Context: an optimization exercise on an open-source flow, tuned for small area, a short achievable clock period and few clock cycles per item. The choices shown serve that exercise and are no tape-out recipe. In this exercise RTL edits were held to simulation tests only and were not proved equivalent to the original. Power and IR drop assume default switching activity.

[flow/design.v]
`default_nettype none
package srbs_pkg;
    localparam int unsigned LIMIT_W = 15;
    localparam int unsigned CNT_W   = 11;
    localparam int unsigned POS_W   = 10;
    localparam int unsigned SUM_W   = 25;
    localparam int unsigned DIV_STEPS = LIMIT_W;
    localparam int unsigned STEP_W    = 4;
    localparam logic [1:0] REG_NORMAL   = 2'd0;
    localparam logic [1:0] REG_WARNING  = 2'd1;
    localparam logic [1:0] REG_CRITICAL = 2'd2;
    localparam logic [1:0] REG_ALARM    = 2'd3;
    localparam logic [LIMIT_W-1:0] NORMAL_RESET   = 15'd464;
    localparam logic [LIMIT_W-1:0] WARNING_RESET  = 15'd704;
    localparam logic [LIMIT_W-1:0] CRITICAL_RESET = 15'd944;
    localparam logic [LIMIT_W-1:0] ALARM_RESET    = 15'd720;
    typedef struct packed {
        logic [LIMIT_W-1:0] normal_limit;
        logic [LIMIT_W-1:0] warning_limit;
        logic [LIMIT_W-1:0] critical_limit;
        logic [LIMIT_W-1:0] alarm_threshold;
    } t_cfg;
endpackage
`default_nettype wire
`default_nettype none
import srbs_pkg::*;
module srbs_regs (
    input  wire logic        i_clk,
    input  wire logic        i_rst_n,
    input  wire logic        psel,
    input  wire logic        penable,
    input  wire logic        pwrite,
    input  wire logic [3:0]  paddr,
    input  wire logic [31:0] pwdata,
    output logic      [31:0] prdata,
    output logic             pready,
    output srbs_pkg::t_cfg             o_cfg
);
    srbs_pkg::t_cfg             r_cfg;
    logic [1:0]       reg_idx;
    logic             wr_en;
    logic [LIMIT_W-1:0] rd_val;
    logic [LIMIT_W-1:0] r_rd_val;
    assign reg_idx = paddr[3:2];
    assign wr_en   = psel && penable && pwrite;
    assign pready  = 1'b1;
    always_ff @(posedge i_clk) begin
        if (!i_rst_n) begin
            r_cfg.normal_limit    <= NORMAL_RESET;
            r_cfg.warning_limit   <= WARNING_RESET;
            r_cfg.critical_limit  <= CRITICAL_RESET;
            r_cfg.alarm_threshold <= ALARM_RESET;
        end else if (wr_en) begin
            unique case (reg_idx)
                REG_NORMAL:   r_cfg.normal_limit    <= pwdata[LIMIT_W-1:0];
                REG_WARNING:  r_cfg.warning_limit   <= pwdata[LIMIT_W-1:0];
                REG_CRITICAL: r_cfg.critical_limit  <= pwdata[LIMIT_W-1:0];
                REG_ALARM:    r_cfg.alarm_threshold <= pwdata[LIMIT_W-1:0];
                default:      r_cfg <= r_cfg;
            endcase
        end
    end
    always_comb begin
        unique case (reg_idx)
            REG_NORMAL:   rd_val = r_cfg.normal_limit;
            REG_WARNING:  rd_val = r_cfg.warning_limit;
            REG_CRITICAL: rd_val = r_cfg.critical_limit;
            REG_ALARM:    rd_val = r_cfg.alarm_threshold;
            default:      rd_val = '0;
        endcase
    end
    always_ff @(posedge i_clk) begin
        r_rd_val <= rd_val;
    end
    assign prdata = {{(32-LIMIT_W){1'b0}}, r_rd_val};
    assign o_cfg  = r_cfg;
endmodule
`default_nettype wire
`default_nettype none
import srbs_pkg::*;
module srbs_ctrl (
    input  wire logic i_clk,
    input  wire logic i_rst_n,
    input  wire logic i_copy,      
    input  wire logic i_ready,
    output logic      o_busy,      
    output logic      o_busy_next,
    output logic      o_free,      
    output logic      o_div_step,  
    output logic      o_valid
);
    localparam logic [STEP_W-1:0] LAST_STEP = STEP_W'(DIV_STEPS - 1);
    logic              r_busy, r_valid;
    logic [STEP_W-1:0] r_step;
    assign o_div_step = r_busy && !r_valid;
    always_ff @(posedge i_clk) begin
        if (!i_rst_n) begin
            r_busy  <= 1'b0;
            r_valid <= 1'b0;
        end else if (i_copy) begin
            r_busy  <= 1'b1;
            r_valid <= 1'b0;
        end else if (r_valid) begin
            if (i_ready) begin
                r_busy  <= 1'b0;
                r_valid <= 1'b0;
            end
        end else if (r_busy && r_step == LAST_STEP) begin
            r_valid <= 1'b1;
        end
    end
    always_ff @(posedge i_clk) begin
        if (i_copy) begin
            r_step <= '0;
        end else if (o_div_step) begin
            r_step <= r_step + 1'b1;
        end
    end
    assign o_busy      = r_busy;
    assign o_free      = !r_busy;
    assign o_busy_next = i_rst_n && (i_copy || (r_busy && !(r_valid && i_ready)));
    assign o_valid = r_valid;
endmodule
`default_nettype wire
`default_nettype none
import srbs_pkg::*;
module srbs_dp #(
    parameter int unsigned CNT_CAP = 1024,
    parameter int unsigned POS_CAP = 1023
) (
    input  wire logic               i_clk,
    input  wire logic               i_rst_n,
    input  srbs_pkg::t_cfg          i_cfg,
    input  wire logic               i_valid,
    output logic                    o_ready,
    input  wire logic        [15:0] i_reading,
    input  wire logic               i_last,
    output logic                    o_copy,
    input  wire logic               i_busy,
    input  wire logic               i_free,
    input  wire logic               i_busy_next,
    input  wire logic               i_div_step,
    output logic [LIMIT_W-1:0]      o_min_reading,
    output logic [LIMIT_W-1:0]      o_max_reading,
    output logic [LIMIT_W-1:0]      o_avg_reading,
    output logic [CNT_W-1:0]        o_valid_count,
    output logic [CNT_W-1:0]        o_skipped_count,
    output logic [CNT_W-1:0]        o_normal_count,
    output logic [CNT_W-1:0]        o_warning_count,
    output logic [CNT_W-1:0]        o_critical_count,
    output logic [CNT_W-1:0]        o_shutdown_count,
    output logic [POS_W-1:0]        o_first_alarm_index,
    output logic                    o_alarm_seen,
    output logic                    o_batch_empty
);
    localparam logic [CNT_W-1:0] CAP  = CNT_W'(CNT_CAP);
    localparam logic [POS_W-1:0] PCAP = POS_W'(POS_CAP);
    function automatic logic [CNT_W-1:0] sat_inc(input logic [CNT_W-1:0] v);
        sat_inc = v[CNT_W-1] ? v : v + 1'b1;
    endfunction
    logic               r_in_v, r_in_last, r_in_ok, r_in_alarm;
    logic [LIMIT_W-1:0] r_in_val;
    logic [2:0]         r_in_le;
    logic               r_fresh, r_done, r_zero;
    logic [LIMIT_W-1:0] r_min, r_max;
    logic [LIMIT_W-1:0]       r_sum_lo;
    logic                     r_sum_c;
    logic [SUM_W-LIMIT_W-1:0] r_sum_hi;
    logic [CNT_W-1:0]   r_valid_total, r_skipped_total;
    logic [CNT_W-1:0]   r_band [4];
    logic [POS_W-1:0]   r_pos, r_alarm_idx;
    logic               r_alarm_flag, r_any;
    logic [LIMIT_W-1:0] r_o_min, r_o_max, r_o_avg;
    logic [CNT_W-2:0]   r_o_rem;
    logic [CNT_W-1:0]   r_o_valid, r_o_skipped;
    logic [CNT_W-1:0]   r_o_band [4];
    logic [POS_W-1:0]   r_o_alarm_idx;
    logic               r_o_alarm, r_o_empty;
    logic               stall, hold, fold, n_fresh, n_done, n_in_v, r_ready;
    logic               rd_ok;
    logic [LIMIT_W-1:0] rd_val;
    logic [2:0]         le_in;
    logic [3:0]         band_in;
    logic               ok_in, skip_in, alarm_in, first_alarm;
    logic               min_take, max_take;
    logic [CNT_W-1:0]   rem_sh;
    logic [CNT_W:0]     rem_diff;
    logic               rem_ge;
    assign stall   = r_done && !i_free;
    assign hold    = r_in_v && stall;
    assign fold    = r_in_v && !stall;
    assign o_copy  = r_done && i_free;
    assign o_ready = r_ready;
    assign rd_ok  = !i_reading[15];
    assign rd_val = i_reading[LIMIT_W-1:0];
    assign le_in[0] = rd_val <= i_cfg.normal_limit;
    assign le_in[1] = rd_val <= i_cfg.warning_limit;
    assign le_in[2] = rd_val <= i_cfg.critical_limit;
    always_ff @(posedge i_clk) begin
        if (!i_rst_n) begin
            r_in_v <= 1'b0;
        end else begin
            r_in_v <= n_in_v;
        end
    end
    assign n_in_v = hold || i_valid;
    always_ff @(posedge i_clk) begin
        if (!i_rst_n) begin
            r_ready <= 1'b1;
        end else begin
            r_ready <= !(n_in_v && n_done && i_busy_next);
        end
    end
    always_ff @(posedge i_clk) begin
        if (!hold) begin
            r_in_val   <= rd_val;
            r_in_last  <= i_last;
            r_in_ok    <= rd_ok;
            r_in_alarm <= rd_val >= i_cfg.alarm_threshold;
            r_in_le    <= le_in;
        end
    end
    always_comb begin
        n_fresh = r_fresh;
        n_done  = r_done;
        if (fold) begin
            n_fresh = 1'b0;
            n_done  = r_in_last;
        end else if (o_copy) begin
            n_fresh = 1'b1;
            n_done  = 1'b0;
        end
    end
    always_ff @(posedge i_clk) begin
        if (!i_rst_n) begin
            r_fresh <= 1'b1;
            r_done  <= 1'b0;
            r_zero  <= 1'b1;
        end else begin
            r_fresh <= n_fresh;
            r_done  <= n_done;
            r_zero  <= n_fresh || n_done;
        end
    end
    assign ok_in       = r_in_v && r_in_ok;
    assign skip_in     = r_in_v && !r_in_ok;
    assign alarm_in    = ok_in && r_in_alarm;
    assign band_in[0]  = ok_in && r_in_le[0];
    assign band_in[1]  = ok_in && !r_in_le[0] && r_in_le[1];
    assign band_in[2]  = ok_in && !r_in_le[0] && !r_in_le[1] && r_in_le[2];
    assign band_in[3]  = ok_in && !r_in_le[0] && !r_in_le[1] && !r_in_le[2];
    assign first_alarm = alarm_in && (r_zero || !r_alarm_flag);
    assign min_take    = ok_in && (r_zero || !r_any || r_in_val < r_min);
    assign max_take    = ok_in && (r_zero || !r_any || r_in_val > r_max);
    always_ff @(posedge i_clk) begin
        if (!stall) begin
            if (min_take) begin
                r_min <= r_in_val;
            end else if (r_zero) begin
                r_min <= '0;
            end
            if (max_take) begin
                r_max <= r_in_val;
            end else if (r_zero) begin
                r_max <= '0;
            end
            if (r_zero) begin
                r_sum_lo <= ok_in ? r_in_val : '0;
                r_sum_c  <= 1'b0;
                r_sum_hi <= '0;
            end else begin
                if (ok_in && !r_valid_total[CNT_W-1]) begin
                    {r_sum_c, r_sum_lo} <= {1'b0, r_sum_lo} + {1'b0, r_in_val};
                end else begin
                    r_sum_c <= 1'b0;
                end
                r_sum_hi <= r_sum_hi + r_sum_c;
            end
            if (r_zero) begin
                r_valid_total <= CNT_W'(ok_in);
            end else if (ok_in) begin
                r_valid_total <= sat_inc(r_valid_total);
            end
            if (r_zero) begin
                r_skipped_total <= CNT_W'(skip_in);
            end else if (skip_in) begin
                r_skipped_total <= sat_inc(r_skipped_total);
            end
            for (int b = 0; b < 4; b++) begin
                if (r_zero) begin
                    r_band[b] <= CNT_W'(band_in[b]);
                end else if (band_in[b]) begin
                    r_band[b] <= sat_inc(r_band[b]);
                end
            end
            if (r_zero) begin
                r_pos <= POS_W'(r_in_v);
            end else if (r_in_v && r_pos != PCAP) begin
                r_pos <= r_pos + 1'b1;
            end
            if (first_alarm) begin
                r_alarm_idx <= r_zero ? '0 : r_pos;
            end else if (r_zero) begin
                r_alarm_idx <= '0;
            end
            r_alarm_flag <= alarm_in || (!r_zero && r_alarm_flag);
            r_any        <= ok_in || (!r_zero && r_any);
        end
    end
    assign rem_sh = {r_o_rem, r_o_avg[LIMIT_W-1]};
    assign rem_diff = {1'b0, rem_sh} - {1'b0, r_o_valid};
    assign rem_ge   = !r_o_empty && !rem_diff[CNT_W];
    always_ff @(posedge i_clk) begin
        if (o_copy) begin
            r_o_min       <= r_min;
            r_o_max       <= r_max;
            r_o_rem       <= r_sum_hi + r_sum_c;
            r_o_avg       <= r_sum_lo;
            r_o_valid     <= r_valid_total;
            r_o_skipped   <= r_skipped_total;
            r_o_alarm_idx <= r_alarm_idx;
            r_o_alarm     <= r_alarm_flag;
            r_o_empty     <= !r_any;
            for (int b = 0; b < 4; b++) begin
                r_o_band[b] <= r_band[b];
            end
        end else if (i_div_step) begin
            r_o_rem <= rem_ge ? rem_diff[CNT_W-2:0] : rem_sh[CNT_W-2:0];
            r_o_avg <= {r_o_avg[LIMIT_W-2:0], rem_ge};
        end
    end
    assign o_min_reading       = r_o_min;
    assign o_max_reading       = r_o_max;
    assign o_avg_reading       = r_o_avg;
    assign o_valid_count       = r_o_valid;
    assign o_skipped_count     = r_o_skipped;
    assign o_normal_count      = r_o_band[0];
    assign o_warning_count     = r_o_band[1];
    assign o_critical_count    = r_o_band[2];
    assign o_shutdown_count    = r_o_band[3];
    assign o_first_alarm_index = r_o_alarm_idx;
    assign o_alarm_seen        = r_o_alarm;
    assign o_batch_empty       = r_o_empty;
endmodule
`default_nettype wire
`default_nettype none
import srbs_pkg::*;
module sensor_reading_band_statistics #(
    parameter int unsigned MAX_READINGS = 1024
) (
    input  wire logic               i_clk,
    input  wire logic               i_rst_n,
    input  wire logic               i_valid,
    output logic                    o_ready,
    input  wire logic signed [15:0] i_reading,
    input  wire logic               i_last,
    output logic                    o_valid,
    input  wire logic               i_ready,
    output logic [LIMIT_W-1:0]      o_min_reading,
    output logic [LIMIT_W-1:0]      o_max_reading,
    output logic [LIMIT_W-1:0]      o_avg_reading,
    output logic [CNT_W-1:0]        o_valid_count,
    output logic [CNT_W-1:0]        o_skipped_count,
    output logic [CNT_W-1:0]        o_normal_count,
    output logic [CNT_W-1:0]        o_warning_count,
    output logic [CNT_W-1:0]        o_critical_count,
    output logic [CNT_W-1:0]        o_shutdown_count,
    output logic [POS_W-1:0]        o_first_alarm_index,
    output logic                    o_alarm_seen,
    output logic                    o_batch_empty,
    input  wire logic               psel,
    input  wire logic               penable,
    input  wire logic               pwrite,
    input  wire logic [3:0]         paddr,
    input  wire logic [31:0]        pwdata,
    output logic      [31:0]        prdata,
    output logic                    pready
);
    localparam int unsigned CNT_CAP = (MAX_READINGS > 2047) ? 2047 : MAX_READINGS;
    localparam int unsigned POS_CAP = (MAX_READINGS - 1 > 1023) ? 1023 : MAX_READINGS - 1;
    srbs_pkg::t_cfg cfg;
    logic           copy, busy, busy_next, free, div_step;
    srbs_regs u_regs (
        .i_clk   (i_clk),
        .i_rst_n (i_rst_n),
        .psel    (psel),
        .penable (penable),
        .pwrite  (pwrite),
        .paddr   (paddr),
        .pwdata  (pwdata),
        .prdata  (prdata),
        .pready  (pready),
        .o_cfg   (cfg)
    );
    srbs_ctrl u_ctrl (
        .i_clk      (i_clk),
        .i_rst_n    (i_rst_n),
        .i_copy     (copy),
        .i_ready    (i_ready),
        .o_busy     (busy),
        .o_busy_next(busy_next),
        .o_free     (free),
        .o_div_step (div_step),
        .o_valid    (o_valid)
    );
    srbs_dp #(
        .CNT_CAP (CNT_CAP),
        .POS_CAP (POS_CAP)
    ) u_dp (
        .i_clk               (i_clk),
        .i_rst_n             (i_rst_n),
        .i_cfg               (cfg),
        .i_valid             (i_valid),
        .o_ready             (o_ready),
        .i_reading           (i_reading),
        .i_last              (i_last),
        .o_copy              (copy),
        .i_busy              (busy),
        .i_busy_next         (busy_next),
        .i_free              (free),
        .i_div_step          (div_step),
        .o_min_reading       (o_min_reading),
        .o_max_reading       (o_max_reading),
        .o_avg_reading       (o_avg_reading),
        .o_valid_count       (o_valid_count),
        .o_skipped_count     (o_skipped_count),
        .o_normal_count      (o_normal_count),
        .o_warning_count     (o_warning_count),
        .o_critical_count    (o_critical_count),
        .o_shutdown_count    (o_shutdown_count),
        .o_first_alarm_index (o_first_alarm_index),
        .o_alarm_seen        (o_alarm_seen),
        .o_batch_empty       (o_batch_empty)
    );
endmodule
`default_nettype wire
[flow/flow/run.sh]
#!/bin/bash
# The standard layout, with plain buffers (buf_2) on the ports instead of the
# delay cells that buffer_ports picks by default. Every port still gets its buffer.
set -euo pipefail
bash standard.sh BUFFER_PORTS_ARGS="-buffer_cell sky130_fd_sc_hd__buf_2" finish > standard_flow.log 2>&1
[flow/standard.sh]
#!/bin/bash
# synth_recipe.tcl (not shown) runs the flow's synth.tcl, then flattens the netlist and writes it again
# the make line also repeats each setting of config.mk as NAME=value (left out here)
make -C /OpenROAD-flow-scripts/flow DESIGN_CONFIG=/design/flow/config.mk WORK_HOME=/design/flow/orfs CLKGATE_MAP_FILE= SYNTH_SCRIPT=/design/flow/synth_recipe.tcl "${@:-finish}"
[flow/config.mk]
export PLATFORM = sky130hd
export DESIGN_NAME = sensor_reading_band_statistics
export DESIGN_NICKNAME = sensor_reading_band_statistics
export VERILOG_FILES = /design/flow/design.v
export SDC_FILE = /design/flow/constraint.sdc
export NUM_CORES = 4
export LEC_CHECK = 0
export CAP_MARGIN = 20
export CORE_MARGIN = 2
export CORE_UTILIZATION = 80
export SETUP_SLACK_MARGIN = 3.4
export SLEW_MARGIN = 20
[flow/constraint.sdc]
create_clock -name core_clock -period 6.0 [get_ports {i_clk}]
set_input_delay 1.2000 -clock core_clock [delete_from_list [all_inputs] [get_ports {i_clk}]]
set_output_delay 1.2000 -clock core_clock [all_outputs]
set_load 0.01 [all_outputs]
==> results_dict.tcl, run 1 <==
set metrics [dict create \
    syn_area_um2 18500 \
    antenna_found_initial 2 \
    crit_family "compound AO/OA/AOI/OAI gates" \
    wl_um 49100 \
    startpoint_type "register" \
    top_usage_layer "met2" \
    die_w_um 156 \
    reg2reg_from "u_dp.r_in_val[3]" \
    hold_end "u_dp.r_o_alarm_idx[6]" \
    worst_path_max_delay_cell "edfxtp_1" \
    use_met2 0.639 \
    portBuffers 180 \
    syn_inst 1627 \
    ant_nets 0 \
    dpl.hpwl_um 28500 \
    postSynth.asyncResetShare 0 \
    cts.clk_slew.worst_paths_ps 70 \
    finalHoldViolCount 0 \
    slew_viol_final 0 \
    cp.buffers_inverters 0 \
    clockBufferDepth 3 \
    fill_cells 763 \
    tightest_slew_ps 1120 \
    leakage_nw 8.37 \
    ys.flop_type "edfxtp_1" \
    htree_levels 2 \
    grtUsageMet3 0.0594 \
    outcome "no timing/DRC/antenna violations" \
    r2r-end "u_dp.r_sum_lo[13]" \
    combPwrFrac 0.126 \
    power_mw 6.32 \
    layout_commonest_cell "edfxtp_1" \
    wl_per_cell_um 23.0 \
    p_int_mw 4.67 \
    fin_crit_sh 0.476 \
    grt-ovfl-total 0 \
    ys_warn_count 5 \
    setup_viol 0 \
    area_delta_synth_final_pct 13.6 \
    ff2ff_setup_slack_ps 3140 \
    cts_buffers 38 \
    grt_max_degree 81 \
    hold_depth 0 \
    rsz0062_at_grt "yes" \
    drt_first_pass_iters 9 \
    clkPwrFrac 0.362 \
    vdd_drop_max_mv 0.235 \
    clock_latency_ps 530 \
    power_density_nw_per_um2 301 \
    cts_root_buf "clkbuf_16" \
    tns_ps 0 \
    p_seq_frac 0.513 \
    r2r_cells 7 \
    crit_chain "ha_1 > o21ai_1 > o21ai_0 > a211oi_1 > nor3_2 > xnor2_1 > a21oi_1" \
    grt_pass1_wl_um 70900 \
    fp.dieH_um 156 \
    layout_common_cells "298 x edfxtp_1, 217 x nand2_1, 180 x buf_2, 125 x ha_1, 120 x inv_1" \
    critPathMaxFanout 6 \
    final.setup_skew_ps 20.3 \
    worstSetupPathType "register to register" \
    seq_area_frac_synth 0.577 \
    slowest_delay_ps 540 \
    clock.fmax_mhz 350 \
    use_met1 0.474 \
    hold_path_class "register to register" \
    switching_power_mw 1.65 \
    critPathCaptureType "register" \
    layout_min_cycle_time_ps 2860 \
    boundaryPins 218 \
    num_vias 14558 \
    drt_iter0_markers 2125 \
    yosysUniqueCellTypes 63 \
    nets 2005 \
    ys_seq_elements 384 \
    cts.sinks 384 \
    arrival_ps 3090 \
    hold_start "u_dp.r_alarm_idx[6]" \
    switching_share 0.261 \
    cp.required_ps 6240 \
    cap_violations 0 \
    final_core_util 0.928 \
    gp_congestion 0.934 \
    synth_edf_count 298 \
    drc 0 \
    slew_headroom 0.256 \
    start_util 0.817 \
    tritoncts "done" \
    fin_hold_ws_ps 419 \
    ctsHoldBuffers 0 \
    drive_above_1_share 0.169 \
    dieArea_um2 24300 \
    viasPerCell 6.83 \
    grt_use_total 0.376 \
    placementRows 55 \
    coreArea_um2 22600 \
    grt_pass1_vias 13813 \
    syn_area_per_cell_um2 11.4 \
]
[registers in the layout, summed over array words and instances (netlist names), 15 cells and up]
register	cells
u_regs.r_cfg	60
u_dp.r_band	44
u_dp.r_o_band	44
u_dp.r_in_val	15
u_dp.r_max	15
u_dp.r_min	15
u_dp.r_o_avg	15
u_dp.r_o_max	15
u_dp.r_o_min	15
u_dp.r_sum_lo	15
u_regs.r_rd_val	15
[cells by family after synthesis]
logic type	after synthesis	synth area share
AO/OA/AOI/OAI	308	0.109
AND/OR/NAND/NOR	528	0.132
XOR/XNOR	64	0.0303
adder cells (fa/ha/maj)	128	0.0874
other	2	0.000406
flip-flops	384	0.577
buffers and inverters	195	0.0445
multiplexers	18	0.0199
[worst max-delay path by stage]
| stage | from | endpoint | slack [ps] | cells after the start |
|---|---|---|---|---|
| finish | u_dp.r_in_val[3] | u_dp.r_sum_lo[13] | 3140 | 7 |
| global route | u_dp.r_in_val[9] | u_dp.r_min[11] | 3140 | 7 |
| CTS | u_dp.r_in_val[0] | u_dp.r_sum_lo[12] | 3430 | 9 |
| detailed placement | u_ctrl.r_busy | u_dp.r_valid_total[5] | 2970 | 3 |
| global placement | i_reading[0] | u_dp.r_in_alarm | 3020 | 9 |
| floorplan | i_reading[0] | u_dp.r_in_alarm | 3410 | 8 |
[synth_stat cells (25+ instances only)]
cell	n	area [µm²]
a21boi_0	58	435
a21o_1	26	195
a21oi_1	71	355
clkbuf_1	38	143
dfxtp_1	86	1720
edfxtp_1	298	8950
ha_1	126	1580
inv_1	120	450
nand2_1	218	818
nand3_1	61	305
nor2_1	93	349
nor3_1	25	125
o21ai_0	63	315
xor2_1	41	359
[repair_timing]
action | CTS | global route
gates resized for setup | 12 | 21
endpoints found under the hold margin | 0 | 0
buffers inserted | 3 | 12
setup endpoints to repair | 161 | 52
pin swaps | 2 | 2
[area by class of cell]
cell class	instances	area, µm²	share of cell area
sequential	384	10700	0.508
multi-input combinational	1064	7200	0.343
clock buffer	58	1140	0.0543
timing repair buffer	207	1120	0.0533
inverter	122	474	0.0226
tap	285	357	0.0170
clock inverter	10	41.3	0.00197
antenna	1	2.50	0.000119
[power by group through the flow]
stage / Clock (mW) / Sequential (mW) / Combinational (mW)
2_1_floorplan: 0 / 3.23 / 0.469
3_5_place_dp: 0 / 3.27 / 0.651
6_report: 2.29 / 3.24 / 0.795
5_1_grt: 2.36 / 3.25 / 0.843
4_1_cts: 2.26 / 3.22 / 0.704
3_3_place_gp: 0 / 3.26 / 0.609
[metrics by stage]
step                      std cells  cell area [µm²]  setup WS [ps]
after floorplan                1643            18600           3410
after global placement         2046            19600           3020
after detailed placement       2046            19600           2970
after CTS                      2117            20800           3430
after global routing           2131            21000           3140
final                          2131            21000           3140
[metal layers]
| layer | share of wire | wire [µm] |
|---|---|---|
| met1 | 0.34 | 16700 |
| met2 | 0.48 | 23500 |
| met3 | 0.11 | 5370 |
| met4 | 0.072 | 3530 |
| met5 | 0.00014 | 7 |
Testbench counts, summed over its fixed seeds: cycles 13,449, batches 384.
==> run 2: changes to the inputs <==
--- a/flow/config.mk
+++ b/flow/config.mk
@@ -9,3 +9,5 @@
 export CORE_MARGIN = 2
-export CORE_UTILIZATION = 80
+export CORE_UTILIZATION = 55
+export CTS_CLUSTER_DIAMETER = 60
+export CTS_CLUSTER_SIZE = 24
 export SETUP_SLACK_MARGIN = 3.4
==> results_dict.tcl, run 2 <==
set metrics [dict create \
    outcome "no timing/DRC/antenna violations" \
    cp.required_ps 6310 \
    startpoint_type "register" \
    ant_nets 0 \
    cap_violations 0 \
    clock.fmax_mhz 395 \
    drt_first_pass_iters 7 \
    power_density_nw_per_um2 282 \
    dpl.hpwl_um 28700 \
    fin_crit_sh 0.422 \
    gp_congestion 0.839 \
    rsz0062_at_grt "yes" \
    top_regs "u_regs.r_cfg (60), u_dp.r_band (44), u_dp.r_o_band (44)" \
    clock_latency_ps 570 \
    ys.flop_type "edfxtp_1" \
    tritoncts "done" \
    drive_above_1_share 0.166 \
    ys_warn_count 5 \
    ctsHoldBuffers 0 \
    critPathCaptureType "register" \
    cts.sinks 384 \
    dp.cells 2209 \
    dieArea_um2 35100 \
    boundaryPins 218 \
    grt_pass1_wl_um 63800 \
    cts_buffers 31 \
    tightest_slew_ps 1110 \
    viasPerCell 5.52 \
    drt_iter0_markers 754 \
    synth_edf_count 298 \
    grt_max_degree 84 \
    htree_levels 1 \
    postSynth.asyncResetShare 0 \
    ys_seq_elements 384 \
    seq_area_frac_synth 0.577 \
    final.setup_skew_ps 21.0 \
    area_delta_synth_final_pct 13.5 \
    yosysUniqueCellTypes 63 \
    antenna_found_initial 4 \
    die_w_um 187 \
    layout_min_cycle_time_ps 2530 \
    layout_common_cells "298 x edfxtp_1, 217 x nand2_1, 180 x buf_2, 125 x ha_1, 120 x inv_1" \
    critPathMaxFanout 15 \
    start_util 0.556 \
    vdd_drop_max_mv 0.226 \
    slew_viol_final 0 \
    syn_inst 1627 \
    drc 0 \
    num_vias 12584 \
    grt_pass1_vias 11635 \
    syn_area_um2 18500 \
    syn_area_per_cell_um2 11.4 \
    top_register "u_regs.r_cfg" \
    wl_per_cell_um 17.8 \
    grt_use_total 0.229 \
    synth_top_area_cell "edfxtp_1" \
    synthTopCellsByCount "298 x edfxtp_1, 218 x nand2_1, 126 x ha_1" \
    finalHoldViolCount 0 \
    cts_root_buf "clkbuf_16" \
    yosys-top-cells-area "edfxtp_1 48%, dfxtp_1 9.3%, ha_1 8.5%, nand2_1 4.4%, inv_1 2.4%" \
    placementRows 67 \
    yosysMostFrequentCell "edfxtp_1" \
    tns_ps 0 \
    leakage_nw 8.26 \
    fp.dieH_um 187 \
    hold_path_class "register to register" \
    power_mw 5.92 \
    coreArea_um2 33300 \
    wl_um 40500 \
    nets 1993 \
    setup_viol 0 \
    synth_top_area_frac 0.484 \
    clockBufferDepth 3 \
    fin_hold_ws_ps 423 \
    cts.clk_slew.worst_paths_ps 90 \
    portBuffers 180 \
    worstSetupPathType "register to register" \
    layout_commonest_cell "edfxtp_1" \
    grt-ovfl-total 0 \
    ff2ff_setup_slack_ps 3470 \
    layout.cells.non_filler 2279 \
    largest_reg_flops 60 \
    arrival_ps 2840 \
    slew_headroom 0.255 \
]
[run 2: what timing repair did]
item	CTS	global route
buffers inserted	3	8
gates resized for setup	11	12
pin swaps	2	3
endpoints found under the setup margin	182	135
[run 2: logic make-up after synthesis]
group / share of synthesized area
AO/OA/AOI/OAI: 0.109
XOR/XNOR: 0.0303
adder cells (fa/ha/maj): 0.0874
buffers and inverters: 0.0445
flip-flops: 0.577
multiplexers: 0.0199
other: 0.000406
AND/OR/NAND/NOR: 0.132
[run 2: metrics by stage]
step	cell area, µm²	utilization	setup slack [ps]
after global routing	21000	0.630	3330
after floorplan	18600	-	3410
final	21000	0.630	3470
after CTS	20900	0.627	3400
after detailed placement	19800	0.594	2790
after global placement	19800	0.594	2800
[run 2: metal layers]
metal	wire length [µm]	vias up	part of all wire	track usage
met3	2140	54	0.053	0.0323
met2	18800	346	0.47	0.367
met1	18700	5998	0.46	0.332
met4	800	6	0.020	0.0525
li1	-	6180	-	-
met5	36	-	0.00089	0
[run 2: layout make-up]
| class | instances | area (µm²) |
|---|---|---|
| Antenna cell | 2 | 5.00 |
| Clock buffer | 31 | 776 |
| Clock inverter | 26 | 249 |
| Fill cell | 2739 | 12300 |
| Inverter | 122 | 468 |
| Multi-Input combinational cell | 1064 | 7150 |
| Sequential cell | 384 | 10700 |
| Tap cell | 448 | 561 |
| Timing Repair Buffer | 202 | 1100 |
[run 2: power breakdown]
part	total [mW]	internal, mW	switching [mW]
Clock	2.04	1.00	1.04
Combinational	0.671	0.276	0.395
Sequential	3.21	3.07	0.143
[run 2: worst max-delay path: stages, from the launching register on]
cell	delay, ps
edfxtp_1	550
ha_1	370
a21o_1	170
a21o_1	170
a21oi_1	200
o21ai_0	170
o21ai_2	250
a21oi_1	100
buf_4	260
[run 2: worst paths after layout]
path / endpoint / depth (start not counted) / start
min reg2reg: u_dp.r_o_alarm_idx[9] / 0 / u_dp.r_alarm_idx[9]
max reg2reg: u_dp.r_max[8] / 8 / u_dp.r_in_val[12]
min: u_dp.r_o_alarm_idx[9] / 0 / u_dp.r_alarm_idx[9]
max: u_dp.r_max[8] / 8 / u_dp.r_in_val[12]
==> run 3: changes to the inputs <==
--- a/flow/config.mk
+++ b/flow/config.mk
@@ -9,3 +9,3 @@
 export CORE_MARGIN = 2
-export CORE_UTILIZATION = 55
+export CORE_UTILIZATION = 65
 export CTS_CLUSTER_DIAMETER = 60
==> results_dict.tcl, run 3 <==
set metrics [dict create \
    setup_viol 0 \
    ant_nets 0 \
    drt_first_pass_iters 5 \
    synth_edf_count 298 \
    tritoncts "done" \
    vdd_drop_max_mv 0.220 \
    worstSetupPathType "register to register" \
    cp.required_ps 6210 \
    num_vias 12881 \
    ff2ff_setup_slack_ps 3540 \
    power_density_nw_per_um2 290 \
    grt-ovfl-total 0 \
    hold_path_class "register to register" \
    portBuffers 180 \
    grt_pass1_vias 12241 \
    rsz0062_at_grt "no" \
    layout_min_cycle_time_ps 2460 \
    cap_violations 0 \
    slew_viol_final 0 \
    clock_latency_ps 590 \
    viasPerCell 5.84 \
    coreArea_um2 27900 \
    cts.sinks 384 \
    finalHoldViolCount 0 \
    gp_congestion 0.893 \
    ctsHoldBuffers 0 \
    syn_area_per_cell_um2 11.4 \
    drt_iter0_markers 1155 \
    antenna_found_initial 1 \
    critPathCaptureType "register" \
    ys_warn_count 5 \
    critPathMaxFanout 30 \
    slowest_delay_ps 640 \
    fp.dieH_um 173 \
    dpl.hpwl_um 28100 \
    fin_crit_sh 0.410 \
    yosysUniqueCellTypes 63 \
    cts_buffers 31 \
    ys_seq_elements 384 \
    nets 1989 \
    cts_root_buf "clkbuf_16" \
    slew_headroom 0.256 \
    clockBufferDepth 3 \
    crit_chain "and2_1 > buf_4 > o21ai_1 > a21oi_4" \
    wl_um 40100 \
    worst_path_max_delay_cell "a21oi_4" \
    grt_max_degree 80 \
    ys.flop_type "edfxtp_1" \
    startpoint_type "register" \
    synth_top_area_frac 0.484 \
    synth_top_area_cell "edfxtp_1" \
    cts.clk_slew.worst_paths_ps 80 \
    seq_area_frac_synth 0.577 \
    cp.buffers_inverters 1 \
    placementRows 61 \
    power_mw 6.07 \
    leakage_nw 8.26 \
    htree_levels 1 \
    syn_inst 1627 \
    grt_use_total 0.265 \
    top_regs "u_regs.r_cfg (60), u_dp.r_band (44), u_dp.r_o_band (44)" \
    syn_area_um2 18500 \
    top_register "u_regs.r_cfg" \
    drc 0 \
    yosysMostFrequentCell "edfxtp_1" \
    die_w_um 173 \
    layout_commonest_cell "edfxtp_1" \
    tns_ps 0 \
    wl_per_cell_um 18.2 \
    outcome "no timing/DRC/antenna violations" \
    clock.fmax_mhz 407 \
    dieArea_um2 29800 \
    boundaryPins 218 \
    postSynth.asyncResetShare 0 \
    grt_pass1_wl_um 63800 \
    arrival_ps 2670 \
    start_util 0.662 \
    largest_reg_flops 60 \
    tightest_slew_ps 1110 \
    drive_above_1_share 0.162 \
    layout_common_cells "298 x edfxtp_1, 217 x nand2_1, 179 x buf_2, 125 x ha_1, 120 x inv_1" \
    yosys-top-cells-area "edfxtp_1 48%, dfxtp_1 9.3%, ha_1 8.5%, nand2_1 4.4%, inv_1 2.4%" \
    n_antenna_cell 0 \
    final.setup_skew_ps 18.6 \
    area_delta_synth_final_pct 13.1 \
    synthTopCellsByCount "298 x edfxtp_1, 218 x nand2_1, 126 x ha_1" \
    crit_family "compound AO/OA/AOI/OAI gates" \
]
-- run 3: changes by cell type in the layout (fill, tap and decap cells not counted), moves of 3 or more --
cell / previous run / this run
buf_4: 18 / 14
clkinvlp_4: 2 / 5
inv_12: 1 / 5
clkinv_2: 5 / 0
-- run 3: worst reg2reg max path, stage by stage, from the launching register on --
cell,delay (ps)
dfxtp_1,510
and2_1,180
buf_4,330
o21ai_1,420
a21oi_4,640
-- run 3: through the flow --
stage	hold slack (ps)	area [µm²]	worst slack, ps	utilization	std cells
after CTS	421	20900	3450	0.746	2201
after global routing	424	20900	3410	0.749	2204
after floorplan	400	18600	3410	-	1643
final	422	20900	3540	0.749	2204
after global placement	404	19700	2940	0.705	2140
after detailed placement	405	19700	2950	0.705	2140
-- run 3: what timing repair did --
item / in CTS / in global routing
endpoints found under the setup margin: 159 / 38
setup buffers: 3 / 1
resized for setup: 9 / 8
endpoints found under the hold margin: 0 / 0
pin swaps: 2 / 1
-- run 3: layer usage --
metal	track usage	routed length (µm)	vias up
met5	0	0	-
met3	0.0303	2420	70
met2	0.452	19600	448
li1	-	-	6166
met1	0.366	17000	6197
met4	0.0703	1080	0
-- run 3: cell families (layout without fill, tap and decap cells) --
family | count (synthesis) | in the layout | synth area share
AOI/OAI and AO/OA | 308 | 308 | 0.109
xor gates and xnor gates | 64 | 64 | 0.0303
adders and majority gates | 128 | 128 | 0.0874
buffers and inverters | 195 | 378 | 0.0445
DFF | 384 | 384 | 0.577
muxes | 18 | 18 | 0.0199
other | 2 | 18 | 0.000406
and+or+nand+nor | 528 | 528 | 0.132
-- run 3: worst paths after layout --
| check | cells after the start | from | to |
|---|---|---|---|
| worst max register to register | 4 | u_dp.r_in_v | u_dp.r_sum_lo[2] |
| worst max-delay path | 4 | u_dp.r_in_v | u_dp.r_sum_lo[2] |
| worst min-delay path | 0 | u_dp.r_alarm_idx[7] | u_dp.r_o_alarm_idx[7] |
| worst min register to register | 0 | u_dp.r_alarm_idx[7] | u_dp.r_o_alarm_idx[7] |
-- run 3: final cells by class --
| type | instances | area (µm²) |
|---|---|---|
| inverter | 122 | 465 |
| multi-input combinational | 1064 | 7140 |
| sequential | 384 | 10700 |
| timing repair buffer | 198 | 1060 |
| clock buffer | 33 | 783 |
| fill | 1984 | 7020 |
| clock inverter | 25 | 324 |
| tap | 378 | 473 |
-- run 3: report_power, final --
| group | switching (mW) | leakage [nW] | internal (mW) |
|---|---|---|---|
| sequential | 0.147 | 3.80 | 3.07 |
| clock | 1.08 | 0.516 | 1.10 |
| combinational | 0.396 | 3.94 | 0.271 |
| total | 1.63 | 8.26 | 4.44 |
==> run 4: changes to the inputs <==
--- a/flow/config.mk
+++ b/flow/config.mk
@@ -12,3 +12,3 @@
 export CTS_CLUSTER_SIZE = 24
-export SETUP_SLACK_MARGIN = 3.4
+export SETUP_SLACK_MARGIN = 3.6
 export SLEW_MARGIN = 20
==> results_dict.tcl, run 4 <==
set metrics [dict create \
    outcome "no timing/DRC/antenna violations" \
    top_register "u_regs.r_cfg" \
    postSynth.asyncResetShare 0 \
    worst_path_max_delay_cell "edfxtp_1" \
    num_vias 13189 \
    yosys-top-cells-area "edfxtp_1 48%, dfxtp_1 9.3%, ha_1 8.5%, nand2_1 4.4%, inv_1 2.4%" \
    antenna_found_initial 1 \
    yosysUniqueCellTypes 63 \
    grt_pass1_wl_um 65000 \
    arrival_ps 1260 \
    clock_latency_ps 580 \
    tns_ps 0 \
    ant_nets 0 \
    worstSetupPathType "register to output pin" \
    cap_violations 0 \
    tritoncts "done" \
    yosysMostFrequentCell "edfxtp_1" \
    crit_family "flip-flops" \
    ys.flop_type "edfxtp_1" \
    cp.required_ps 4800 \
    clock.fmax_mhz 406 \
    ff2ff_setup_slack_ps 3580 \
    slowest_delay_ps 440 \
    grt_pass1_vias 12374 \
    critPathMaxFanout 2 \
    drt_first_pass_iters 7 \
    drt_iter0_markers 1126 \
    grt-ovfl-total 0 \
    nets 2034 \
    tightest_slew_ps 955 \
    reg2reg_from "u_dp.r_in_val[1]" \
    cts_root_buf "clkbuf_16" \
    final_cell_area_um2 21500 \
    slew_headroom 0.362 \
    syn_inst 1627 \
    fill_cells 1849 \
    finalHoldViolCount 0 \
    wl_per_cell_um 18.6 \
    portBuffers 180 \
    start_util 0.662 \
    dpl.hpwl_um 28200 \
    cts.sinks 384 \
    grt_max_degree 73 \
    htree_levels 1 \
    path_common_cell "buf_6" \
    drive_above_1_share 0.201 \
    hold_path_class "register to register" \
    fin_crit_sh 0.411 \
    layout_min_cycle_time_ps 2460 \
    post_dp_cell_area_um2 19700 \
    r2r-end "u_dp.r_min[11]" \
    setup_viol 0 \
    coreArea_um2 27900 \
    clockBufferDepth 3 \
    top_regs "u_regs.r_cfg (60), u_dp.r_band (44), u_dp.r_o_band (44)" \
    synth_top_area_frac 0.484 \
    wl_um 41800 \
    seq_area_frac_synth 0.577 \
    drc 0 \
    gp_congestion 0.859 \
    cts_buffers 28 \
    cts.clk_slew.worst_paths_ps 80 \
    hold_depth 0 \
    vdd_drop_max_mv 0.291 \
    final.setup_skew_ps 29.1 \
    hold_end "u_dp.r_o_alarm_idx[2]" \
    ys_seq_elements 384 \
    largest_reg_flops 60 \
    fp.dieH_um 173 \
    power_density_nw_per_um2 277 \
    hold_start "u_dp.r_alarm_idx[2]" \
    syn_area_um2 18500 \
    syn_area_per_cell_um2 11.4 \
    rsz0062_at_grt "yes" \
    startpoint_type "register" \
    layout_commonest_cell "edfxtp_1" \
    layout_common_cells "298 x edfxtp_1, 216 x nand2_1, 178 x buf_2, 118 x ha_1, 117 x inv_1" \
    leakage_nw 8.49 \
    viasPerCell 5.87 \
    ys_warn_count 5 \
    dieArea_um2 29800 \
    critPathCaptureType "output pin" \
    cp.buffers_inverters 2 \
    synthTopCellsByCount "298 x edfxtp_1, 218 x nand2_1, 126 x ha_1" \
    placementRows 61 \
    crit_chain "buf_6 > buf_6" \
    boundaryPins 218 \
    slew_viol_final 0 \
    grt_use_total 0.270 \
    die_w_um 173 \
    synth_top_area_cell "edfxtp_1" \
    r2r_cells 8 \
    synth_edf_count 298 \
    area_delta_synth_final_pct 16.0 \
]
run 4: cell types whose count changed in the layout (fill, tap and decap cells not counted), moves of 4 or more:
cell / delta
a211oi_1: -7
a211oi_2: +6
a21oi_1: -7
a21oi_2: +5
buf_4: +41
buf_6: +7
clkbuf_1: +4
clkinvlp_4: -4
ha_1: -7
ha_4: +7
inv_12: -5
o21ai_0: -5
run 4: cells by family after synthesis:
| logic type | share of synthesized area |
|---|---|
| compound gates | 0.109 |
| xor+xnor | 0.0303 |
| fa+ha+maj | 0.0874 |
| buf+inv | 0.0445 |
| flops | 0.577 |
| mux | 0.0199 |
| other cells | 0.000406 |
| simple gates | 0.132 |
run 4: metrics by stage:
stage	std cells	worst slack [ps]	power, mW	hold WS [ps]	util
after floorplan	1643	3510	3.70	400	-
after global placement	2137	2950	3.89	409	0.707
after detailed placement	2137	2850	3.92	412	0.707
after CTS	2211	3550	5.88	426	0.750
after global routing	2246	3470	6.16	438	0.768
final	2247	3540	5.94	422	0.768
run 4: layout make-up:
class,count,area (µm²),share of cell area
Sequential cell,384,10700,0.497
Multi-Input combinational cell,1065,7400,0.345
Timing Repair Buffer,245,1470,0.0683
Clock buffer,37,798,0.0372
Inverter,122,493,0.0230
Tap cell,378,473,0.0220
Clock inverter,15,150,0.00700
Antenna cell,1,2.50,0.000117
run 4: how the worst max path moves through the flow:
| stage | start | to | slack [ps] | cells past startpoint |
|---|---|---|---|---|
| 2_1_floorplan | i_reading[0] | u_dp.r_in_alarm | 3510 | 8 |
| 3_3_place_gp | u_ctrl.r_busy | u_dp.r_valid_total[7] | 2950 | 3 |
| 3_5_place_dp | u_ctrl.r_busy | u_dp.r_valid_total[7] | 2850 | 3 |
| 4_1_cts | u_dp.r_o_avg[14] | o_avg_reading[14] | 3550 | 1 |
| 5_1_grt | u_dp.r_in_val[4] | u_dp.r_sum_lo[14] | 3470 | 8 |
| 6_report | u_dp.r_o_avg[14] | o_avg_reading[14] | 3540 | 2 |
run 4: per-layer routing:
| layer | wire (µm) | GRT usage |
|---|---|---|
| met3 | 2840 | 0.0336 |
| met2 | 20100 | 0.445 |
| met1 | 18000 | 0.385 |
| met4 | 869 | 0.0681 |
| met5 | 0 | 0 |
run 4: repair_timing:
item | CTS | global route
pin swaps | 5 | 17
setup buffers | 22 | 33
setup endpoints to repair | 203 | 218
hold buffers | 0 | 0
gates cloned | 0 | 2
resized for setup | 18 | 55
run 4: report_power, final:
group	internal (mW)	total, mW	switching [mW]	leakage (nW)
logic	0.319	0.762	0.442	4.22
clock network	0.981	1.96	0.984	0.462
registers	3.07	3.21	0.142	3.81
==> run 5: changes to the inputs <==
--- a/flow/config.mk
+++ b/flow/config.mk
@@ -12,3 +12,3 @@
 export CTS_CLUSTER_SIZE = 24
-export SETUP_SLACK_MARGIN = 3.6
+export SETUP_SLACK_MARGIN = 3.5
 export SLEW_MARGIN = 20
==> results_dict.tcl, run 5 <==
set metrics [dict create \
    synth_top_area_frac 0.484 \
    fin_ws_ps 3560 \
    grt_use_total 0.266 \
    synth_compound_area_frac 0.109 \
    cap_violations 0 \
    fill_cells 1889 \
    dpl_worst_slack_ps 2910 \
    clockBufferDepth 3 \
    synth_top_family_by_area "simple AND/OR/NAND/NOR gates" \
    placementRows 61 \
    fp.dieH_um 173 \
    hold_start "u_dp.r_alarm_idx[4]" \
    layout_min_cycle_time_ps 2440 \
    n_antenna_cell 0 \
    leakage_nw 8.37 \
    arrival_ps 2750 \
    multi_input_area_um2 7220 \
    nets 1998 \
    synthTopCellsByCount "298 x edfxtp_1, 218 x nand2_1, 126 x ha_1" \
    synth_edf_count 298 \
    drc 0 \
    slew_viol_final 0 \
    tightest_slew_ps 1050 \
    yosysMostFrequentCell "edfxtp_1" \
    layout_common_cells "298 x edfxtp_1, 216 x nand2_1, 179 x buf_2, 123 x ha_1, 119 x inv_1" \
    drt_iter0_markers 1039 \
    yosys-top-cells-area "edfxtp_1 48%, dfxtp_1 9.3%, ha_1 8.5%, nand2_1 4.4%, inv_1 2.4%" \
    htree_levels 2 \
    cts_buffers 34 \
    slowest_delay_ps 320 \
    die_w_um 173 \
    clock.fmax_mhz 410 \
    final.setup_skew_ps 22.7 \
    layout_commonest_cell "edfxtp_1" \
    boundaryPins 218 \
    clock_latency_ps 530 \
    syn_area_per_cell_um2 11.4 \
    seq_area_um2 10700 \
    area_delta_synth_final_pct 14.6 \
    worstSetupPathType "input port to register" \
    crit_family "compound AO/OA/AOI/OAI gates" \
    synth_top_area_cell "edfxtp_1" \
    crit_chain "buf_2 > ha_1 > a21oi_1 > nor2b_1 > o21ai_0 > o21ai_0 > o21ba_2 > o21ai_0" \
    slew_headroom 0.298 \
    cts.sinks 384 \
    grtUsageMet3 0.0350 \
    path_common_cell "o21ai_0" \
    reg2reg_from "u_dp.r_in_val[0]" \
    antenna_found_initial 0 \
    grt_pass1_wl_um 63700 \
    drt_first_pass_iters 5 \
    top_regs "u_regs.r_cfg (60), u_dp.r_band (44), u_dp.r_o_band (44)" \
    cp.required_ps 6310 \
    portBuffers 180 \
    tritoncts "done" \
    power_mw 6.24 \
    fin_crit_sh 0.406 \
    viasPerCell 5.82 \
    cp.buffers_inverters 1 \
    postSynth.asyncResetShare 0 \
    syn_inst 1627 \
    grt_max_degree 79 \
    critPathMaxFanout 5 \
    ys_warn_count 5 \
    drive_above_1_share 0.175 \
    cts_root_buf "clkbuf_16" \
    final_core_util 0.759 \
    use_met2 0.452 \
    wl_per_cell_um 18.1 \
    power_density_nw_per_um2 294 \
    dieArea_um2 29800 \
    ys_seq_elements 384 \
    finalHoldViolCount 0 \
    hold_end "u_dp.r_o_alarm_idx[4]" \
    r2r_cells 9 \
    wl_um 40100 \
    grt_pass1_vias 12373 \
    dp.cells 2138 \
    ys.flop_type "edfxtp_1" \
    layout.cells.non_filler 2214 \
    grt-ovfl-total 0 \
    synthSimpleGateAreaFrac 0.132 \
    ant_nets 0 \
    vdd_drop_max_mv 0.292 \
    yosysUniqueCellTypes 63 \
    start_util 0.662 \
    hold_depth 0 \
    gp_congestion 0.843 \
    syn_area_um2 18500 \
    top_register "u_regs.r_cfg" \
    hold_path_class "register to register" \
    synth-xor-area-share 0.0303 \
    startpoint_type "input port" \
    cts.clk_slew.worst_paths_ps 80 \
    dpl.hpwl_um 27800 \
    ff2ff_setup_slack_ps 3570 \
    tns_ps 0 \
    r2r-end "u_dp.r_sum_lo[12]" \
    use_met1 0.361 \
    num_vias 12896 \
    largest_reg_flops 60 \
    setup_viol 0 \
    seq_area_frac_synth 0.577 \
    synth-adder-area-share 0.0874 \
    outcome "no timing/DRC/antenna violations" \
    critPathCaptureType "register" \
    rsz0062_at_grt "yes" \
    coreArea_um2 27900 \
    worst_path_max_delay_cell "ha_1" \
    synth_mux_area_frac 0.0199 \
    top_usage_layer "met2" \
]
[run 5: what timing repair did]
action                                  in CTS  in global routing
setup buffers                                6                  8
endpoints found under the setup margin     175                 72
gates resized for setup                     16                 16
pin swaps                                    3                  3
hold buffers                                 0                  0
[run 5: kinds of logic (layout without fill, tap and decap cells)]
kind of cell | count (synthesis) | after routing
simple gates | 528 | 528
flops | 384 | 384
compound gates | 308 | 308
buf+inv | 195 | 388
fa+ha+maj | 128 | 128
xor+xnor | 64 | 64
mux | 18 | 18
other cells | 2 | 18
[run 5: worst reg2reg max path: cells and delay by family, from the launching register on]
family / cells / cell delay (ps)
AOI/OAI and AO/OA: 5 / 870
buffers and inverters: 1 / 50
adders and majority gates: 2 / 560
and+or+nand+nor: 1 / 200
DFF: 1 / 470
[run 5: through the flow]
stage | hold WS, ps | instance area [µm²]
floorplan | 400 | 18600
global placement | 404 | 19700
detailed placement | 405 | 19700
CTS | 424 | 21000
global route | 435 | 21200
finish | 422 | 21200
[run 5: report_power, final]
group	leakage (nW)	switching [mW]	internal, mW	total (mW)
clock	0.584	1.08	1.27	2.35
combinational	3.98	0.400	0.279	0.680
sequential	3.80	0.146	3.07	3.21
[run 5: area by class of cell]
class	count	share of cell area
Clock buffer	37	0.0437
Clock inverter	25	0.0143
Inverter	122	0.0224
Multi-Input combinational cell	1064	0.341
Sequential cell	384	0.504
Tap cell	378	0.0223
Timing Repair Buffer	204	0.0528
[run 5: how the worst max path moves through the flow]
stage | start | endpoint | slack (ps) | cells past startpoint
2_1_floorplan | u_ctrl.r_busy | u_dp.r_band[0][0] | 3480 | 4
3_3_place_gp | u_ctrl.r_busy | u_dp.r_valid_total[5] | 3000 | 3
3_5_place_dp | u_ctrl.r_busy | u_dp.r_valid_total[7] | 2910 | 3
4_1_cts | u_dp.r_in_val[0] | u_dp.r_sum_lo[14] | 3510 | 9
5_1_grt | u_dp.r_in_val[1] | u_dp.r_sum_c | 3430 | 8
6_report | i_reading[4] | u_dp.r_in_le[0] | 3560 | 8
[run 5: metal layers]
metal,part of all wire,up-vias
met3,0.058,78
met1,0.42,6187
met5,0,-
li1,-,6202
met4,0.028,0
met2,0.49,429
==> run 6: changes to the inputs <==
--- a/flow/config.mk
+++ b/flow/config.mk
@@ -7,2 +7,3 @@
 export LEC_CHECK = 0
+export ABC_AREA = 1
 export CAP_MARGIN = 20
==> results_dict.tcl, run 6 <==
set metrics [dict create \
    crit_family "flip-flops" \
    drive_above_1_share 0.132 \
    worstSetupPathType "register to output pin" \
    ys.flop_type "edfxtp_1" \
    ff2ff_setup_slack_ps 3670 \
    critPathMaxFanout 2 \
    layout.cells.non_filler 2497 \
    hold_end "u_dp.r_o_alarm_idx[3]" \
    reg2reg_from "u_ctrl.r_busy" \
    drt_first_pass_iters 6 \
    p_seq_frac 0.532 \
    fin_crit_sh 0.396 \
    nets 2280 \
    top_register "u_regs.r_cfg" \
    clockBufferDepth 3 \
    cts_buffers 31 \
    placementRows 61 \
    tns_ps 0 \
    synthTopCellsByCount "357 x nand2_1, 298 x edfxtp_1, 268 x inv_1" \
    start_util 0.665 \
    die_w_um 173 \
    cts.clk_slew.worst_paths_ps 70 \
    combPwrFrac 0.119 \
    tritoncts "done" \
    synth_edf_count 298 \
    ys_warn_count 5 \
    yosysMostFrequentCell "nand2_1" \
    r2r_cells 5 \
    gp_congestion 0.922 \
    fp.dieH_um 173 \
    viasPerCell 5.56 \
    switching_power_mw 1.58 \
    seq_area_frac_synth 0.573 \
    layout_min_cycle_time_ps 2380 \
    arrival_ps 1180 \
    ant_nets 0 \
    finalHoldViolCount 0 \
    power_density_nw_per_um2 289 \
    vdd_drop_max_mv 0.323 \
    critPathCaptureType "output pin" \
    synth_top_area_cell "edfxtp_1" \
    dr_wl_met3_um 2520 \
    grt_max_degree 86 \
    syn_area_um2 18600 \
    cts.sinks 384 \
    top_layer "met4" \
    p_int_mw 4.46 \
    grt_pass1_wl_um 66300 \
    switching_share 0.262 \
    cp.required_ps 4800 \
    worst_path_max_delay_cell "edfxtp_1" \
    clkPwrFrac 0.349 \
    layout_common_cells "353 x nand2_1, 298 x edfxtp_1, 267 x inv_1, 180 x buf_2, 167 x nor2_1" \
    antenna_found_initial 3 \
    rsz0062_at_grt "yes" \
    cap_violations 0 \
    r2r-end "u_dp.r_valid_total[8]" \
    met2_length_um 20000 \
    yosysUniqueCellTypes 45 \
    cp.buffers_inverters 1 \
    postSynth.asyncResetShare 0 \
    cp.depth 1 \
    yosys-top-cells-area "edfxtp_1 48%, dfxtp_1 9.2%, ha_1 8.5%, nand2_1 7.2%, inv_1 5.4%" \
    cts_root_buf "clkbuf_16" \
    area_delta_synth_final_pct 12.3 \
    startpoint_type "register" \
    slowest_delay_ps 450 \
    wl_per_cell_um 16.7 \
    largest_reg_flops 60 \
    power_mw 6.04 \
    boundaryPins 218 \
    final.setup_skew_ps 23.5 \
    clock.fmax_mhz 421 \
    leakage_nw 8.96 \
    coreArea_um2 28000 \
    outcome "no timing/DRC/antenna violations" \
    wl_um 41600 \
    num_vias 13872 \
    grt_use_total 0.274 \
    dpl.hpwl_um 29700 \
    tightest_slew_ps 954 \
    hold_path_class "register to register" \
    crit_chain "buf_2" \
    syn_area_per_cell_um2 9.76 \
    slew_headroom 0.363 \
    wl_met1_um 18200 \
    ys_seq_elements 384 \
    hold_depth 0 \
    drt_iter0_markers 1375 \
    hold_start "u_dp.r_alarm_idx[3]" \
    drc 0 \
    portBuffers 180 \
    dp.cells 2435 \
    dieArea_um2 30000 \
    htree_levels 1 \
    syn_inst 1907 \
    top_regs "u_regs.r_cfg (60), u_dp.r_band (44), u_dp.r_o_band (44)" \
    grt-ovfl-total 0 \
    clock_latency_ps 570 \
    slew_viol_final 0 \
    synth_top_area_frac 0.481 \
    layout_commonest_cell "nand2_1" \
    grt_pass1_vias 12945 \
    setup_viol 0 \
]
-- run 6: kinds of logic after synthesis --
logic type                 Yosys count  share of synthesized area
buffers and inverters              332                     0.0741
AOI/OAI and AO/OA                  347                     0.0989
and+or+nand+nor                    703                      0.162
xor gates and xnor gates            11                    0.00517
DFF                                384                      0.573
adders and majority gates          128                     0.0868
other                                2                   0.000403
-- run 6: routing by layer --
| metal | vias to the layer above | track usage |
|---|---|---|
| met2 | 476 | 0.460 |
| met1 | 6497 | 0.384 |
| met3 | 70 | 0.0325 |
| met5 | - | 0 |
| met4 | 0 | 0.0710 |
| li1 | 6829 | - |
-- run 6: power groups by stage --
stage                     logic [mW]  registers [mW]  clock network [mW]
after floorplan                0.498            3.23                   0
after global placement         0.675            3.26                   0
after detailed placement       0.699            3.27                   0
after CTS                      0.708            3.21                2.13
after global routing           0.821            3.23                2.23
final                          0.721            3.21                2.11
-- run 6: layout make-up --
cell class                 count  area, µm²
timing repair buffer         189       1000
inverter                     279       1050
multi-input combinational   1207       6660
clock buffer                  34        787
sequential                   384      10700
tap                          378        473
antenna                        3       7.51
clock inverter                23        260
fill                        2049       7100
-- run 6: per-stage QoR --
step	cell area, µm²	worst slack, ps	util	hold WS (ps)
floorplan	18700	3540	-	400
global placement	19800	2860	0.706	403
detailed placement	19800	2790	0.706	405
CTS	20800	3530	0.744	422
global route	20900	3500	0.747	432
finish	20900	3620	0.747	422
-- run 6: how the worst max path moves through the flow --
| stage | from | to | slack (ps) |
|---|---|---|---|
| after floorplan | u_ctrl.r_busy | u_dp.r_o_alarm | 3540 |
| after global placement | paddr[2] | u_regs.r_cfg[39] | 2860 |
| after detailed placement | paddr[2] | u_regs.r_cfg[37] | 2790 |
| after CTS | paddr[3] | u_regs.r_cfg[26] | 3530 |
| after global routing | u_ctrl.r_busy | u_dp.r_valid_total[8] | 3500 |
| final | u_dp.r_o_avg[1] | o_avg_reading[1] | 3620 |
-- run 6: what timing repair did --
| action | in CTS | in global routing |
|---|---|---|
| setup endpoints to repair | 112 | 60 |
| hold buffers | 0 | 0 |
| gates resized for setup | 4 | 4 |
| buffers inserted | 0 | 1 |
| pin swaps | 0 | 0 |
==> run 7: changes to the inputs <==
--- a/flow/config.mk
+++ b/flow/config.mk
@@ -13,3 +13,3 @@
 export CTS_CLUSTER_SIZE = 24
-export SETUP_SLACK_MARGIN = 3.5
+export SETUP_SLACK_MARGIN = 3.7
 export SLEW_MARGIN = 20
==> results_dict.tcl, run 7 <==
set metrics [dict create \
    finalHoldViolCount 0 \
    synthTopCellsByCount "357 x nand2_1, 298 x edfxtp_1, 268 x inv_1" \
    slew_headroom 0.471 \
    grt_pass1_wl_um 66700 \
    hold_path_class "register to register" \
    worst_path_max_delay_cell "edfxtp_1" \
    slowest_delay_ps 460 \
    worstSetupPathType "register to output pin" \
    gp_congestion 0.905 \
    startpoint_type "register" \
    seq_area_frac_synth 0.573 \
    ys_warn_count 5 \
    drive_above_1_share 0.158 \
    cp.required_ps 4800 \
    tritoncts "done" \
    critPathMaxFanout 2 \
    coreArea_um2 28000 \
    vdd_drop_max_mv 0.249 \
    num_vias 14081 \
    crit_family "flip-flops" \
    top_regs "u_regs.r_cfg (60), u_dp.r_band (44), u_dp.r_o_band (44)" \
    layout_common_cells "348 x nand2_1, 298 x edfxtp_1, 266 x inv_1, 179 x buf_2, 166 x nor2_1" \
    outcome "no timing/DRC/antenna violations" \
    ctsHoldBuffers 0 \
    die_w_um 173 \
    start_util 0.665 \
    p_seq_frac 0.532 \
    final.setup_skew_ps 20.3 \
    ys_seq_elements 384 \
    wl_um 42400 \
    tightest_slew_ps 790 \
    syn_area_um2 18600 \
    critPathCaptureType "output pin" \
    cts_root_buf "clkbuf_16" \
    dpl_worst_slack_ps 2910 \
    yosys-top-cells-area "edfxtp_1 48%, dfxtp_1 9.2%, ha_1 8.5%, nand2_1 7.2%, inv_1 5.4%" \
    fp.dieH_um 173 \
    dpl.hpwl_um 29900 \
    ys.flop_type "edfxtp_1" \
    leakage_nw 9.17 \
    top_register "u_regs.r_cfg" \
    p_int_mw 4.35 \
    hold_end "u_dp.r_o_alarm_idx[7]" \
    postSynth.asyncResetShare 0 \
    setup_viol 0 \
    viasPerCell 5.57 \
    grt_pass1_vias 13337 \
    cts.sinks 384 \
    fill_cells 2012 \
    r2r_cells 10 \
    portBuffers 180 \
    cap_violations 0 \
    antenna_found_initial 2 \
    clock_latency_ps 580 \
    htree_levels 1 \
    r2r-end "u_dp.r_min[0]" \
    combPwrFrac 0.126 \
    grt_max_degree 70 \
    rsz0062_at_grt "yes" \
    crit_chain "buf_2" \
    synth_top_area_frac 0.481 \
    drt_first_pass_iters 7 \
    dp.cells 2435 \
    area_delta_synth_final_pct 14.3 \
    clock.fmax_mhz 414 \
    boundaryPins 218 \
    drt_iter0_markers 1146 \
    post_dp_cell_area_um2 19800 \
    ff2ff_setup_slack_ps 3680 \
    grt-ovfl-total 0 \
    power_density_nw_per_um2 284 \
    slew_viol_final 0 \
    hold_start "u_dp.r_alarm_idx[7]" \
    reg2reg_from "u_dp.r_in_val[2]" \
    cts.clk_slew.worst_paths_ps 90 \
    cp.buffers_inverters 1 \
    yosysUniqueCellTypes 45 \
    layout_min_cycle_time_ps 2410 \
    fin_crit_sh 0.402 \
    syn_area_per_cell_um2 9.76 \
    dieArea_um2 30000 \
    clkPwrFrac 0.343 \
    syn_inst 1907 \
    tns_ps 0 \
    layout_commonest_cell "nand2_1" \
    grt_use_total 0.274 \
    synth_top_area_cell "edfxtp_1" \
    final_cell_area_um2 21300 \
    placementRows 61 \
    arrival_ps 1210 \
    drc 0 \
    clockBufferDepth 3 \
    switching_power_mw 1.69 \
    cts_buffers 30 \
    switching_share 0.279 \
    ant_nets 0 \
    largest_reg_flops 60 \
    yosysMostFrequentCell "nand2_1" \
    final_core_util 0.760 \
    layout.cells.non_filler 2530 \
    hold_depth 0 \
    wl_per_cell_um 16.8 \
    nets 2314 \
    fin_ws_ps 3590 \
    synth_edf_count 298 \
]
## run 7: cell counts after synthesis
No cell type changed its count.
## run 7: metal layers
metal / up-vias / wire [µm] / track usage
met2: 487 / 20200 / 0.453
li1: 6879 / - / -
met5: - / 0 / 0
met1: 6628 / 18400 / 0.382
met4: 0 / 1220 / 0.0918
met3: 87 / 2530 / 0.0289
## run 7: cell type report
class | instances | area (µm²) | area share
Multi-Input combinational cell | 1208 | 6780 | 0.319
Tap cell | 378 | 473 | 0.0222
Clock inverter | 24 | 253 | 0.0119
Inverter | 279 | 1050 | 0.0495
Antenna cell | 2 | 5.00 | 0.000235
Timing Repair Buffer | 223 | 1260 | 0.0594
Clock buffer | 32 | 779 | 0.0366
Sequential cell | 384 | 10700 | 0.502
## run 7: how the worst max path moves through the flow
stage                         start  slack [ps]  cells past startpoint                to
floorplan               u_dp.r_done        3570                      5     u_dp.r_max[0]
global placement           paddr[2]        2950                      6  u_regs.r_cfg[39]
finish              u_dp.r_o_avg[1]        3590                      1  o_avg_reading[1]
detailed placement         paddr[2]        2910                      6  u_regs.r_cfg[37]
global route        u_dp.r_o_avg[1]        3570                      1  o_avg_reading[1]
CTS                 u_dp.r_o_avg[7]        3580                      1  o_avg_reading[7]
## run 7: logic make-up (layout without fill, tap and decap cells)
family | Yosys count | count (layout) | synth area share
fa+ha+maj | 128 | 128 | 0.0868
other cells | 2 | 20 | 0.000403
flops | 384 | 384 | 0.573
simple gates | 703 | 704 | 0.162
xor+xnor | 11 | 11 | 0.00517
buf+inv | 332 | 558 | 0.0741
compound gates | 347 | 347 | 0.0989
## run 7: metrics by stage
stage / power [mW] / hold WS, ps
floorplan: 3.73 / 400
global placement: 3.94 / 404
detailed placement: 3.97 / 405
CTS: 6.02 / 426
global route: 6.27 / 431
finish: 6.04 / 425
## run 7: power groups by stage
stage	combinational [mW]	sequential, mW	clock [mW]
2_1_floorplan	0.499	3.23	0
3_3_place_gp	0.677	3.26	0
3_5_place_dp	0.703	3.27	0
4_1_cts	0.721	3.21	2.09
5_1_grt	0.859	3.23	2.18
6_report	0.758	3.21	2.07
## run 7: timing repair
action                     in CTS  in global routing
setup endpoints to repair     341                269
setup buffers                  12                 22
cloned                          0                  3
pin swaps                       0                  5
resized for setup              13                 30

-- afterwards: timing with drivers on the ports --
Ports are ideal in the flow. The routed layouts listed here were re-timed in OpenROAD.
Step 1: set_driving_cell puts a clkbuf_16 on i_clk and a buf_2 on each other input, an assumption about the parent block.
Step 2 also shifts input and output timing later by t, the mid clock arrival at the registers, as if the neighbouring blocks saw the same clock.
Slacks: no drivers / after step 1 / after step 2; pairs: no drivers / after step 1.
run | t (ns) | setup WS [ns] | worst setup path at the end | clock arrival spread, ns | pins driven straight from the clock port
run 1 | 0.574 | 3.145 / 3.145 / 2.912 | input to register | 0.025 / 0.025 | 1
run 2 | 0.619 | 3.466 / 3.466 / 2.947 | input to register | 0.030 / 0.030 | 1
run 3 | 0.623 | 3.541 / 3.531 / 2.974 | input to register | 0.020 / 0.020 | 1
run 4 | 0.621 | 3.536 / 3.486 / 3.091 | input to register | 0.038 / 0.037 | 1
run 5 | 0.562 | 3.561 / 3.565 / 3.024 | input to register | 0.026 / 0.025 | 1
run 6 | 0.609 | 3.624 / 3.572 / 3.064 | input to register | 0.028 / 0.028 | 1
run 7 | 0.625 | 3.585 / 3.535 / 3.199 | input to register | 0.027 / 0.027 | 1
After both steps every run listed still meets setup and hold. For run 3, which loses most, drivers alone change the setup slack by -0.010 ns; drivers and shift together by -0.567 ns.
